From an optimization exercise on the open Yosys and OpenROAD flow, aimed at small area and a short achievable clock period; shortcuts taken in it are not production practice. Only simulation tests tie the RTL to the original design; equivalence was not proved. Power and IR drop assume default switching activity.

== build 51 ==
==> flow/design.v (excerpt) <==
module bus_mem_responder #(
  parameter logic [bus_pkg::ADDR_W-1:0] BASE = 20'h00000,
  parameter int                DEPTH_LOG2  = 8,
  parameter int                WAIT_STATES = 1,
  parameter logic [bus_pkg::DATA_W-1:0] FILL_BYTE = 8'hFF
) (
  input  logic              clk,
  input  logic              reset,
  input  logic              EN,
  input  logic              RD_WR,
  input  logic [bus_pkg::ADDR_W-1:0] Direction,
  input  logic [bus_pkg::DATA_W-1:0] Bus_in,
  output logic [bus_pkg::DATA_W-1:0] Bus_out,
  output logic              Bus_oe,
  output logic              READY,
  output logic              ERR,
  output logic              Busy
);
For scale: roughly 4,100 cells after synthesis, ~2,200 flip-flops, ~56,000 sq um of cells after synthesis.
make LEC_CHECK=0 CAP_MARGIN=20 CORE_MARGIN=2 CORE_UTILIZATION=40 CTS_CLUSTER_DIAMETER=100 CTS_CLUSTER_SIZE=24 SETUP_SLACK_MARGIN=3.2 SLEW_MARGIN=20 SYNTH_HIERARCHICAL=1 finish   # period 5.0 ns
run.sh (not shown) runs the stock make flow with config.mk's settings and CLKGATE_MAP_FILE= SYNTH_SCRIPT=/design/flow/synth_recipe.tcl, a recipe that flattens the netlist after the stock synthesis.
Build 51: PASS, flow complete, no timing, DRC or antenna violations
--- input diff build 51..build 7 ---
Settings: changing SETUP_SLACK_MARGIN from 3.2 to 2.5.
Findings:
Compared with build 51, build 7 supports a lower clock frequency.
Diff build 51 and build 7: power density over the cells higher in build 7
Build 7 — routing usage on met3 1.2 points lower, build 51 as reference
Looking at period utilization, build 7 sits 3.2 points above build 51.
Of build 51 and build 7, the lower routability congestion estimate belongs to build 7.
Changes in build 16 relative to build 7:
Settings: swapping 2.5 for 3.0 in SETUP_SLACK_MARGIN.
Results
Status | build 16 and build 7 | clean
Fmax: lower on build 7
Going from build 7 to build 16, fraction of area in multi-input gates shows an increase of 1.8 points, net switching power shows an increase of about 3.6%, total power shows an increase of 1.8%, non-clock inverter instance count of the final layout shows no meaningful change.
Cmp build 16 vs build 7: post-detailed-routing wire length higher in build 16
Build 16 against build 7; leakage power total is up slightly.
Setup changes, build 16 to build 30
Settings: swapping 3.0 for 2.8 in SETUP_SLACK_MARGIN.
## What came out
Compared with build 16, the router placed fewer vias in build 30.
Cmp build 30 vs build 16: global-route wire length before repair lower in build 30
Route | build 30 vs build 16 | wire shorter in build 30
Going from build 16 to build 30, relative area change from synthesis to final layout went down by 1.6 points; worst hold slack went up by 0.0064 ns; setup slack comparable; post-synthesis instance total level.
Clock network power share was lower in the run labelled build 16.
Fraction of met3 tracks used by global routing delta (build 30 -> build 16): insignificant

========
The RTL this note starts from:
==> flow/design.v <==
package bus_pkg;
  localparam int ADDR_W = 20;
  localparam int DATA_W = 8;
  typedef enum logic {
    leer     = 1'b0,
    escribir = 1'b1
  } operacion;
  typedef enum logic [2:0] {
    IDLE = 3'd0,
    ADDR = 3'd1,
    WAIT = 3'd2,
    DATA = 3'd3,
    TURN = 3'd4
  } resp_state_t;
endpackage
module bm_hold (input logic we, input logic nwe, input logic d, input logic q,
                output logic y);
  assign y = (we & d) | (nwe & q);
endmodule
module bm_aoi222 (input logic a1, input logic b1, input logic a2, input logic b2,
                  input logic a3, input logic b3, output logic y);
  assign y = ~((a1 & b1) | (a2 & b2) | (a3 & b3));
endmodule
module bm_nand2 (input logic a, input logic b, output logic y);
  assign y = ~(a & b);
endmodule
module bm_nor2 (input logic a, input logic b, output logic y);
  assign y = ~(a | b);
endmodule
module bm_inv (input logic a, output logic y);
  assign y = ~a;
endmodule
module bm_nand4 (input logic a, input logic b, input logic c, input logic d,
                 output logic y);
  assign y = ~(a & b & c & d);
endmodule
module bm_nor4 (input logic a, input logic b, input logic c, input logic d,
                output logic y);
  assign y = ~(a | b | c | d);
endmodule
module bus_mem_responder #(
  parameter logic [bus_pkg::ADDR_W-1:0] BASE = 20'h00000,
  parameter int                DEPTH_LOG2  = 8,
  parameter int                WAIT_STATES = 1,
  parameter logic [bus_pkg::DATA_W-1:0] FILL_BYTE = 8'hFF
) (
  input  logic              clk,
  input  logic              reset,
  input  logic              EN,
  input  logic              RD_WR,
  input  logic [bus_pkg::ADDR_W-1:0] Direction,
  input  logic [bus_pkg::DATA_W-1:0] Bus_in,
  output logic [bus_pkg::DATA_W-1:0] Bus_out,
  output logic              Bus_oe,
  output logic              READY,
  output logic              ERR,
  output logic              Busy
);
  logic        busy_q, addr_q, wait_q, data_q;
  logic        err_q, oe_q, wnow_q;
  logic [7:0]  out_q;
  logic [7:0]  off_q;
  logic        op_q, in_win_q;
  logic [15:0] hi_n_q, lo_n_q;
  logic [7:0]  rdata;
  logic        accept;
  assign accept = !busy_q && EN;
  always_ff @(posedge clk or negedge reset) begin
    if (!reset) begin
      busy_q <= 1'b0;
      addr_q <= 1'b0;
      wait_q <= 1'b0;
      data_q <= 1'b0;
      err_q  <= 1'b0;
      oe_q   <= 1'b0;
      wnow_q <= 1'b0;
      out_q  <= '0;
    end else begin
      busy_q <= accept || addr_q || wait_q || data_q;
      addr_q <= accept;
      wait_q <= addr_q;
      data_q <= wait_q;
      err_q  <= wait_q && !in_win_q;
      oe_q   <= wait_q && !op_q;
      wnow_q <= wait_q && op_q && in_win_q;
      out_q  <= (wait_q && !op_q) ? (in_win_q ? rdata : FILL_BYTE) : 8'h00;
    end
  end
  always_ff @(posedge clk) begin
    if (!busy_q) begin
      off_q    <= Direction[7:0];
      op_q     <= RD_WR;
      in_win_q <= (Direction[19:8] == 12'h000);
    end
  end
  always_ff @(posedge clk) begin
    for (int i = 0; i < 16; i++) begin
      hi_n_q[i] <= (off_q[7:4] != i[3:0]);
      lo_n_q[i] <= (off_q[3:0] != i[3:0]);
    end
  end
  logic [255:0] rs;               
  logic [7:0]   row_q [256];      
  genvar r, b, k;
  generate
    for (r = 0; r < 256; r++) begin : g_row
      logic nwe, we;
      logic [7:0] nxt;
      bm_nor2  u_rs  (.a(hi_n_q[r / 16]), .b(lo_n_q[r % 16]), .y(rs[r]));
      bm_nand2 u_nwe (.a(rs[r]), .b(wnow_q), .y(nwe));
      bm_inv   u_we  (.a(nwe), .y(we));
      for (b = 0; b < 8; b++) begin : g_bit
        bm_hold u_h (.we(we), .nwe(nwe), .d(Bus_in[b]), .q(row_q[r][b]), .y(nxt[b]));
      end
      always_ff @(posedge clk) row_q[r] <= nxt;
    end
    for (b = 0; b < 8; b++) begin : g_rd
      logic [85:0] t1;    
      logic [21:0] t2;    
      logic [5:0]  t3;    
      for (k = 0; k < 85; k++) begin : g_t1
        bm_aoi222 u_a (.a1(rs[3*k]),   .b1(row_q[3*k][b]),
                       .a2(rs[3*k+1]), .b2(row_q[3*k+1][b]),
                       .a3(rs[3*k+2]), .b3(row_q[3*k+2][b]), .y(t1[k]));
      end
      bm_nand2 u_last (.a(rs[255]), .b(row_q[255][b]), .y(t1[85]));
      for (k = 0; k < 21; k++) begin : g_t2
        bm_nand4 u_n (.a(t1[4*k]), .b(t1[4*k+1]), .c(t1[4*k+2]), .d(t1[4*k+3]), .y(t2[k]));
      end
      bm_nand2 u_n21 (.a(t1[84]), .b(t1[85]), .y(t2[21]));
      for (k = 0; k < 5; k++) begin : g_t3
        bm_nor4 u_o (.a(t2[4*k]), .b(t2[4*k+1]), .c(t2[4*k+2]), .d(t2[4*k+3]), .y(t3[k]));
      end
      bm_nor2 u_o5 (.a(t2[20]), .b(t2[21]), .y(t3[5]));
      assign rdata[b] = ~&t3;
    end
  endgenerate
  assign Bus_out = out_q;
  assign Bus_oe  = oe_q;
  assign READY   = data_q;
  assign ERR     = err_q;
  assign Busy    = busy_q;
endmodule
make LEC_CHECK=0 CAP_MARGIN=20 CORE_MARGIN=2 CORE_UTILIZATION=40 SLEW_MARGIN=20 SYNTH_HIERARCHICAL=1 finish   # period 5.0 ns
The baseline completed without violations.
Then changed:
Settings changed: SETUP_SLACK_MARGIN set to 2.4.
Non-clock buffer count climbs by 79.
Via count went up slightly.
Clock-buffer cell count is higher by 6.
Power barely changes.
Clock power hardly moves.
Core utilization increases by 0.85 points.
Wire length grows slightly.
Die area stays the same.
Critical path depth came out lower by 1.

========
bus_mem_responder, a different RTL version from the one above (not shown whole).
For scale: ~4100 cells after synthesis, about 44 I/O pins.
clock: 5.0 ns
lec_check: 0
cap_margin: 20
core_margin: 2
core_utilization: 60
cts_cluster_diameter: 100
cts_cluster_size: 24
setup_slack_margin: 2.5
slew_margin: 20
synth_hierarchical: 1
Change:
--- a/flow/config.mk
+++ b/flow/config.mk
@@ -8,7 +8,7 @@
 export CAP_MARGIN = 20
 export CORE_MARGIN = 2
-export CORE_UTILIZATION = 60
+export CORE_UTILIZATION = 40
 export CTS_CLUSTER_DIAMETER = 100
-export CTS_CLUSTER_SIZE = 24
+export CTS_CLUSTER_SIZE = 30
 export SETUP_SLACK_MARGIN = 2.5
 export SLEW_MARGIN = 20
Effect: Power went down slightly. Count of clock-buffer cells in the layout went down by 24. Clock power went down by a few percent. Register-to-register slack stays flat. Die area went up by well over a third. Hold slack is worse by 14 ps. Setup slack is better by 4.1 ps. Routed wire length went up slightly. Design area went up slightly. Area after synthesis does not change.
Change:
--- a/flow/config.mk
+++ b/flow/config.mk
@@ -9,6 +9,4 @@
 export CORE_MARGIN = 2
 export CORE_UTILIZATION = 40
-export CTS_CLUSTER_DIAMETER = 100
-export CTS_CLUSTER_SIZE = 30
 export SETUP_SLACK_MARGIN = 2.5
 export SLEW_MARGIN = 20
Result:
- total power went up by 25%
- via count rose by about 3%
- global-route usage grows by 0.62 points
- routed wire length is higher by about 2.5%
- worst setup slack loses 53 ps
- hold slack loses 110 ps
Change:
--- a/flow/config.mk
+++ b/flow/config.mk
@@ -9,4 +9,6 @@
 export CORE_MARGIN = 2
 export CORE_UTILIZATION = 40
+export CTS_CLUSTER_DIAMETER = 100
+export CTS_CLUSTER_SIZE = 24
 export SETUP_SLACK_MARGIN = 2.5
 export SLEW_MARGIN = 20
Outcome:
- hold slack improves by 71 ps
- final area came out lower by 6.1%
- die area is unchanged
- power is lower by 18%
- routed wire length fell by 2.2%
- clock-buffer cell count decreases by 195
- worst setup slack is better by 110 ps
- non-clock buffer count came out higher by 1
- utilization drops by 2.9 points

-- static timing again, ports no longer ideal --
In the flow no input, the clock included, has a driving cell. The finished layouts below were timed again as built, in two steps. Step 1 sets driving cells, clkbuf_16 on the clock port and buf_2 on the other inputs (assumed; they add their load-dependent delay and slew). Step 2 times the ports against the registers' clock, not the clock port: input delays grow and output delays shrink by t, the midpoint of the rising clock arrivals with the driver on. Three values: no drivers, after step 1, after step 2; two values: the first two.
run | t (ns) | setup WS [ns] | slew at the worst register clock pin (ns)
build 51 | 0.786 | 2.703 / 2.630 / 2.358 | 0.10 / 0.10
build 7 | 0.804 | 2.544 / 2.465 / 2.237 | 0.10 / 0.10
build 16 | 0.808 | 2.608 / 2.528 / 2.321 | 0.10 / 0.10
build 30 | 0.806 | 2.610 / 2.530 / 2.207 | 0.10 / 0.10
the first run of note 2 | 0.915 | 0.998 / 0.998 / 0.998 | 0.07 / 0.07
the second run of note 2 | 0.901 | 2.111 / 2.111 / 2.111 | 0.07 / 0.07
the first run of note 3 | 0.759 | 2.497 / 2.425 / 2.177 | 0.10 / 0.10
the second run of note 3 | 0.775 | 2.501 / 2.445 / 2.257 | 0.12 / 0.12
the third run of note 3 | 0.882 | 2.448 / 2.375 / 2.330 | 0.07 / 0.07
the fourth run of note 3 | 0.808 | 2.554 / 2.483 / 2.278 | 0.10 / 0.10
After both steps every run listed still meets setup and hold. The setup slack of build 30, which loses most, moves by -0.080 ns with the drivers and by -0.403 ns with both steps.
